Context: an optimization exercise on an open-source flow, tuned for small area, a short achievable clock period and few clock cycles per item. The choices shown serve that exercise and are no tape-out recipe. Only simulation tests tie the RTL to the original design; equivalence was not proved.

## the previous run
// median_filter_range_scaler
module median_filter_range_scaler
(
	input  logic                  clk,
	input  logic                  arst_n,
	input  logic                  sample_valid,
	output logic                  sample_ready,
	input  logic [SAMPLE_BITS-1:0] sample,
	output logic                  result_valid,
	input  logic                  result_ready,
	output logic [SAMPLE_BITS-1:0] result_filtered,
	output logic signed [VAL_W-1:0] result_value,
	output logic                  result_valid_res,
	input  logic                  psel,
	input  logic                  penable,
	input  logic                  pwrite,
	input  logic [APB_ADDR_W-1:0] paddr,
	input  logic [APB_DATA_W-1:0] pwdata,
	output logic [APB_DATA_W-1:0] prdata,
	output logic                  pready
);
	localparam int KSTEPS = 2;
	localparam int KXW    = 32;
	localparam int KCYC   = KXW / KSTEPS;
	mfrs_pkg::mfrs_cfg_t cfg_q;
	logic [REG_IDX_W-1:0] reg_idx;
	logic                 cfg_wr;
	assign pready  = 1'b1;
	assign reg_idx = paddr[APB_ADDR_W-1:2];
	assign cfg_wr  = psel && penable && pwrite;
	always_comb begin
		unique case (reg_idx)
			REG_INPUT_LOW:     prdata = APB_DATA_W'(cfg_q.input_low);
			REG_INPUT_HIGH:    prdata = APB_DATA_W'(cfg_q.input_high);
			REG_OUTPUT_LOW:    prdata = APB_DATA_W'(cfg_q.output_low);
			REG_OUTPUT_HIGH:   prdata = APB_DATA_W'(cfg_q.output_high);
			REG_INVERT_ENABLE: prdata = APB_DATA_W'(cfg_q.invert_enable);
			REG_DIGITAL_MODE:  prdata = APB_DATA_W'(cfg_q.digital_mode);
			default:           prdata = '0;
		endcase
	end
	always_ff @(posedge clk or negedge arst_n) begin
		if (!arst_n) begin
			cfg_q.input_low     <= RST_INPUT_LOW;
			cfg_q.input_high    <= RST_INPUT_HIGH;
			cfg_q.output_low    <= RST_OUTPUT_LOW;
			cfg_q.output_high   <= RST_OUTPUT_HIGH;
			cfg_q.invert_enable <= 1'b0;
			cfg_q.digital_mode  <= 1'b0;
		end else if (cfg_wr) begin
			unique case (reg_idx)
				REG_INPUT_LOW:     cfg_q.input_low     <= pwdata[REG_W-1:0];
				REG_INPUT_HIGH:    cfg_q.input_high    <= pwdata[REG_W-1:0];
				REG_OUTPUT_LOW:    cfg_q.output_low    <= pwdata[REG_W-1:0];
				REG_OUTPUT_HIGH:   cfg_q.output_high   <= pwdata[REG_W-1:0];
				REG_INVERT_ENABLE: cfg_q.invert_enable <= pwdata[0];
				REG_DIGITAL_MODE:  cfg_q.digital_mode  <= pwdata[0];
				default: ;
  ...
Settings: LEC_CHECK=0, CAP_MARGIN=20, CORE_MARGIN=2, CORE_UTILIZATION=40, PLACE_DENSITY=0.6, SETUP_SLACK_MARGIN=3.0, SLEW_MARGIN=20; clock period 7.5 ns.
run.sh (not shown) runs the stock make flow with config.mk's settings and CLKGATE_MAP_FILE= SYNTH_SCRIPT=/design/flow/synth_recipe.tcl, a recipe that flattens the netlist after the stock synthesis.
Testbench counts of the previous run, summed over its fixed seeds: cycles 4,224, items 3,840.
#### Input delta (the current run over the previous run)
diff --git a/flow/design.v b/flow/design.v
--- a/flow/design.v
+++ b/flow/design.v
@@ -938,17 +938,16 @@
 	input  logic                  penable,
 	input  logic                  pwrite,
 	input  logic [APB_ADDR_W-1:0] paddr,
 	input  logic [APB_DATA_W-1:0] pwdata,
 	output logic [APB_DATA_W-1:0] prdata,
 	output logic                  pready
 );
-	localparam int KSTEPS = 2;
 	localparam int KXW    = 32;
-	localparam int KCYC   = KXW / KSTEPS;
+	localparam int KCYC   = KXW / 2;
 	mfrs_pkg::mfrs_cfg_t cfg_q;
 	logic [REG_IDX_W-1:0] reg_idx;
 	logic                 cfg_wr;
 	assign pready  = 1'b1;
 	assign reg_idx = paddr[APB_ADDR_W-1:2];
 	assign cfg_wr  = psel && penable && pwrite;
 	always_comb begin
@@ -979,20 +978,24 @@
 				REG_INVERT_ENABLE: cfg_q.invert_enable <= pwdata[0];
 				REG_DIGITAL_MODE:  cfg_q.digital_mode  <= pwdata[0];
 				default: ;
 			endcase
 		end
 	end
 	logic [REG_W-1:0] den_q;     
+	logic [REG_W+1:0] den3_q;    
+	logic [REG_W-1:0] den_c;
 	logic             neg_q;     
 	logic             szero_q;   
 	logic [REG_W:0]   out_span;
 	assign out_span = {1'b0, cfg_q.output_high} - {1'b0, cfg_q.output_low};
+	assign den_c = cfg_q.input_high - cfg_q.input_low;
 	always_ff @(posedge clk) begin
-		den_q   <= cfg_q.input_high - cfg_q.input_low;
+		den_q   <= den_c;
+		den3_q  <= {2'b00, den_c} + {1'b0, den_c, 1'b0};
 		neg_q   <= out_span[REG_W];
 		szero_q <= (cfg_q.input_high == cfg_q.input_low);
 	end
 	logic en;
 	logic out_valid_q;
 	logic kbusy_q;
 	logic kready;
@@ -1011,23 +1014,32 @@
 	assign kwr = cfg_wr && !reg_idx[2];
 	assign kready = !kbusy_q || (!kpend_q && (kcnt_q >= 5'(KCYC - 2)));
 	always_comb begin
 		kmag = out_span[REG_W] ? REG_W'(-out_span) : out_span[REG_W-1:0];
 		kdm1 = cfg_q.input_high - cfg_q.input_low - 1'b1;
 	end
 	always_comb begin
-		logic [REG_W:0]   t;
-		logic [REG_W+1:0] dif;
-		kr_n = kr_q;
-		kx_n = kx_q;
-		for (int k = 0; k < KSTEPS; k++) begin
-			t    = {kr_n, kx_n[KXW-1]};
-			dif  = {1'b0, t} - {2'b00, den_q};
-			kx_n = {kx_n[KXW-2:0], !dif[REG_W+1]};
-			kr_n = dif[REG_W+1] ? t[REG_W-1:0] : dif[REG_W-1:0];
+		logic [REG_W+1:0] t;
+		logic [REG_W+2:0] s1, s2, s3;
+		t  = {kr_q, kx_q[KXW-1 -: 2]};
+		s1 = {1'b0, t} - {3'b000, den_q};
+		s2 = {1'b0, t} - {2'b00, den_q, 1'b0};
+		s3 = {1'b0, t} - {1'b0, den3_q};
+		if (!s3[REG_W+2]) begin
+			kr_n = s3[REG_W-1:0];
+			kx_n = {kx_q[KXW-3:0], 2'd3};
+		end else if (!s2[REG_W+2]) begin
+			kr_n = s2[REG_W-1:0];
+			kx_n = {kx_q[KXW-3:0], 2'd2};
+		end else if (!s1[REG_W+2]) begin
+			kr_n = s1[REG_W-1:0];
+			kx_n = {kx_q[KXW-3:0], 2'd1};
+		end else begin
+			kr_n = t[REG_W-1:0];
+			kx_n = {kx_q[KXW-3:0], 2'd0};
 		end
 	end
 	always_ff @(posedge clk or negedge arst_n) begin
 		if (!arst_n) begin
 			kpend_q <= 1'b1;
 			kbusy_q <= 1'b1;
 			kcnt_q  <= '0;
@@ -1040,21 +1052,22 @@
 				kcnt_q <= kcnt_q + 1'b1;
 				if (kcnt_q == 5'(KCYC - 1)) kbusy_q <= 1'b0;
 			end
 		end
 	end
 	always_ff @(posedge clk) begin
 		if (kpend_q) begin
-			kr_q <= '0;
 			kx_q <= {kmag, 10'b0, out_span[REG_W] ? REG_W'(0) : kdm1};
 		end else if (kbusy_q) begin
-			kr_q <= kr_n;
 			kx_q <= kx_n;
 		end
 	end
+	always_ff @(posedge clk) begin
+		kr_q <= kpend_q ? '0 : kr_n;
+	end
 	logic [4:0][SAMPLE_BITS-1:0] win_q;
 	logic [4:0][4:0]             ord_q;
 	logic [3:0]                  le;      
 	always_comb begin
 		for (int j = 0; j < 4; j++)
 			le[j] = (sample <= win_q[j]);
 	end
[summary]
- The current run: all stages complete, timing, DRC and antenna checks passed
- Sequential cell count: the current run vs the previous run up 12
- Final standard cell area without fillers is higher on the current run
- The current run vs the previous run — final routed wirelength across all metal layers rose 4.7%.
- The number of placement rows of the current run exceeds that of the previous run by 2.3%.
- Compared with the previous run, in the current run reg2reg setup slack increased by 0.18 ns relative to the old numbers; number of fill cells picked up an extra 181; share of layout cells above drive strength 1 fell 2.7 points; combined area of all synthesized cells now larger; number of placed instances, taps included rose by 184.
- From the previous run to the current run the numbers moved as follows: delay of the slowest cell on the worst path -0.04 ns, cell count picked up an extra 4.9%.
Testbench counts of the current run, summed over its fixed seeds: cycles 4,224, items 3,840.

---

## build 44
median_filter_range_scaler, a different RTL version from the one above (not shown whole).
Size: ~2,300 cells after synthesis, about 260 flip-flops, ~22,000 um2 of cells after synthesis.
==> flow/design.v (excerpt) <==
module median_filter_range_scaler
(
	input  logic                  clk,
	input  logic                  arst_n,
	input  logic                  sample_valid,
	output logic                  sample_ready,
	input  logic [SAMPLE_BITS-1:0] sample,
	output logic                  result_valid,
	input  logic                  result_ready,
	output logic [SAMPLE_BITS-1:0] result_filtered,
	output logic signed [VAL_W-1:0] result_value,
	output logic                  result_valid_res,
	input  logic                  psel,
	input  logic                  penable,
	input  logic                  pwrite,
	input  logic [APB_ADDR_W-1:0] paddr,
	input  logic [APB_DATA_W-1:0] pwdata,
	output logic [APB_DATA_W-1:0] prdata,
	output logic                  pready
);
make LEC_CHECK=0 CAP_MARGIN=20 CORE_MARGIN=2 CORE_UTILIZATION=55 PLACE_DENSITY=0.75 SETUP_SLACK_MARGIN=3.0 SLEW_MARGIN=20 finish   # period 7.5 ns
Testbench counts of build 44, summed over its fixed seeds: cycles 4,256, items 3,840.
--- input diff build 44..build 2 ---
-- flow/design.v --
<<< build 44, line 52
	input  logic [32:0] k,
	input  logic        neg,
	output logic [10:0] ta,
	output logic [10:0] tb,
	output logic [1:0]  g,
	output logic [1:0]  p
);
	logic [4:0]             b_one, b_two, bn;
>>> build 2, line 52
	input  logic [32:0] k,
	input  logic        neg,
	output logic [10:0] quo
);
	logic [4:0]             b_one, b_two, bn;
<<< build 44, line 585
	assign ra = {w254, w252, w250, w248, w246, w244, w242, w240, w238, w236, w234, w232, w230, w228, w226, w224, w222, w220, w218, w216, w214, w212, w210, w208, w206, w205, 1'b0, 1'b0, 1'b0, 1'b0, 1'b0, 1'b0, 1'b0};
	assign rb = {w255, w253, w251, w249, w247, w245, w243, w241, w239, w237, w235, w233, w231, w229, w227, w225, w223, w221, w219, w217, w215, w213, w211, w209, w207, neg, 1'b0, 1'b0, 1'b0, 1'b0, 1'b0, 1'b0, 1'b0};
	logic [8:0] s0;
	logic [7:0] s1;
	assign s0   = {1'b0, ra[14:7]} + {1'b0, rb[14:7]};
	assign s1   = {1'b0, ra[21:15]} + {1'b0, rb[21:15]};
	assign g[0] = s0[8];
	assign g[1] = s1[7];
	assign p[0] = &(ra[14:7] ^ rb[14:7]);
	assign p[1] = &(ra[21:15] ^ rb[21:15]);
	assign ta   = ra[32:22];
	assign tb   = rb[32:22];
endmodule
import mfrs_pkg::*;
>>> build 2, line 582
	assign ra = {w254, w252, w250, w248, w246, w244, w242, w240, w238, w236, w234, w232, w230, w228, w226, w224, w222, w220, w218, w216, w214, w212, w210, w208, w206, w205, 1'b0, 1'b0, 1'b0, 1'b0, 1'b0, 1'b0, 1'b0};
	assign rb = {w255, w253, w251, w249, w247, w245, w243, w241, w239, w237, w235, w233, w231, w229, w227, w225, w223, w221, w219, w217, w215, w213, w211, w209, w207, neg, 1'b0, 1'b0, 1'b0, 1'b0, 1'b0, 1'b0, 1'b0};
	logic [15:0] lo;
	assign lo  = {1'b0, ra[21:7]} + {1'b0, rb[21:7]};
	assign quo = ra[32:22] + rb[32:22] + 11'(lo[15]);
endmodule
import mfrs_pkg::*;
<<< build 44, line 785
		end
	end
	logic [REG_W-1:0] ta2, tb2;
	logic [1:0]       g2, p2;
	mfrs_mul u_mul (
		.d   (offa_q),
		.k   (kx_q[32:0]),
		.neg (neg_q),
		.ta  (ta2),
		.tb  (tb2),
		.g   (g2),
		.p   (p2)
	);
	logic                   pv;
	logic                   inrp_q;
	logic [SAMPLE_BITS-1:0] medp_q;
	logic [REG_W-1:0]       tap_q, tbp_q;
	logic [1:0]             gp_q;
	logic                   pp_q;
	always_ff @(posedge clk or negedge arst_n) begin
		if (!arst_n) pv <= 1'b0;
>>> build 2, line 775
		end
	end
	logic [REG_W-1:0] quo2;
	mfrs_mul u_mul (
		.d   (offa_q),
		.k   (kx_q[32:0]),
		.neg (neg_q),
		.quo (quo2)
	);
	logic                   pv;
	logic                   inrp_q;
	logic [SAMPLE_BITS-1:0] medp_q;
	logic [REG_W-1:0]       quop_q;
	always_ff @(posedge clk or negedge arst_n) begin
		if (!arst_n) pv <= 1'b0;
<<< build 44, line 810
			inrp_q  <= inra_q;
			medp_q  <= meda_q;
			tap_q   <= ta2;
			tbp_q   <= tb2;
			gp_q    <= g2;
			pp_q    <= p2[1];
		end
	end
	logic                    scl;
	logic [SAMPLE_BITS-1:0]  medf;
	logic                    tc;           
	logic [REG_W-1:0]        quo;
	logic [VAL_W:0]          xa, xb, xs, zs;
>>> build 2, line 794
			inrp_q  <= inra_q;
			medp_q  <= meda_q;
			quop_q  <= quo2;
		end
	end
	logic                    scl;
	logic [SAMPLE_BITS-1:0]  medf;
	logic [REG_W-1:0]        quo;
	logic [VAL_W:0]          xa, xb, xs, zs;
<<< build 44, line 827
		scl  = inrp_q;
		medf = medp_q;
		tc   = gp_q[1] || (pp_q && gp_q[0]);
		quo  = tap_q + tbp_q + REG_W'(tc);
		xa   = (neg_q && !cfg_q.invert_enable) ? ~{2'b00, quo} : {2'b00, quo};
		xb   = !cfg_q.invert_enable ? '0 :
>>> build 2, line 807
		scl  = inrp_q;
		medf = medp_q;
		quo  = quop_q;
		xa   = (neg_q && !cfg_q.invert_enable) ? ~{2'b00, quo} : {2'b00, quo};
		xb   = !cfg_q.invert_enable ? '0 :
## What came out
Number of levels in the clock H-tree came out exactly the same in build 44 and build 2. On overall routing resource usage, build 44 tracks build 2 almost exactly. NOTE synthesized area per cell build 44->build 2 decreased by a few percent. Compared with build 44, in build 2 utilization lower, count of clock-buffer cells in the layout lower.
Testbench counts of build 2, summed over its fixed seeds: cycles 4,256, items 3,840.

## static timing again, ports no longer ideal
Ports are ideal in the flow. The routed layouts listed here were re-timed in OpenROAD.
Step 1 (the two cells are an assumption about what drives the block):
set clk [get_ports {clk}]
set_driving_cell -lib_cell sky130_fd_sc_hd__clkbuf_16 $clk
set_driving_cell -lib_cell sky130_fd_sc_hd__buf_2 [delete_from_list [all_inputs] $clk]
Step 2 times the ports against the registers' clock, not the clock port: input delays grow and output delays shrink by t, the midpoint of the rising clock arrivals with the driver on.
a / b / c = no drivers / after step 1 / after step 2; a / b = the first two.
run	t (ns)	setup WS [ns]	hold WS [ns]	slew at the worst register clock pin (ns)	worst slew at a driven data input, ns
the previous run	0.641	2.550 / 2.550 / 2.550	0.420 / 0.420 / 0.420	0.07 / 0.07	0.10
the current run	0.640	2.733 / 2.733 / 2.733	0.419 / 0.419 / 0.419	0.07 / 0.07	0.10
build 44	0.637	2.978 / 2.978 / 2.978	0.420 / 0.420 / 0.420	0.07 / 0.07	0.05
build 2	0.624	0.892 / 0.892 / 0.892	0.419 / 0.419 / 0.419	0.07 / 0.07	0.04
After both steps every run listed still meets setup and hold.
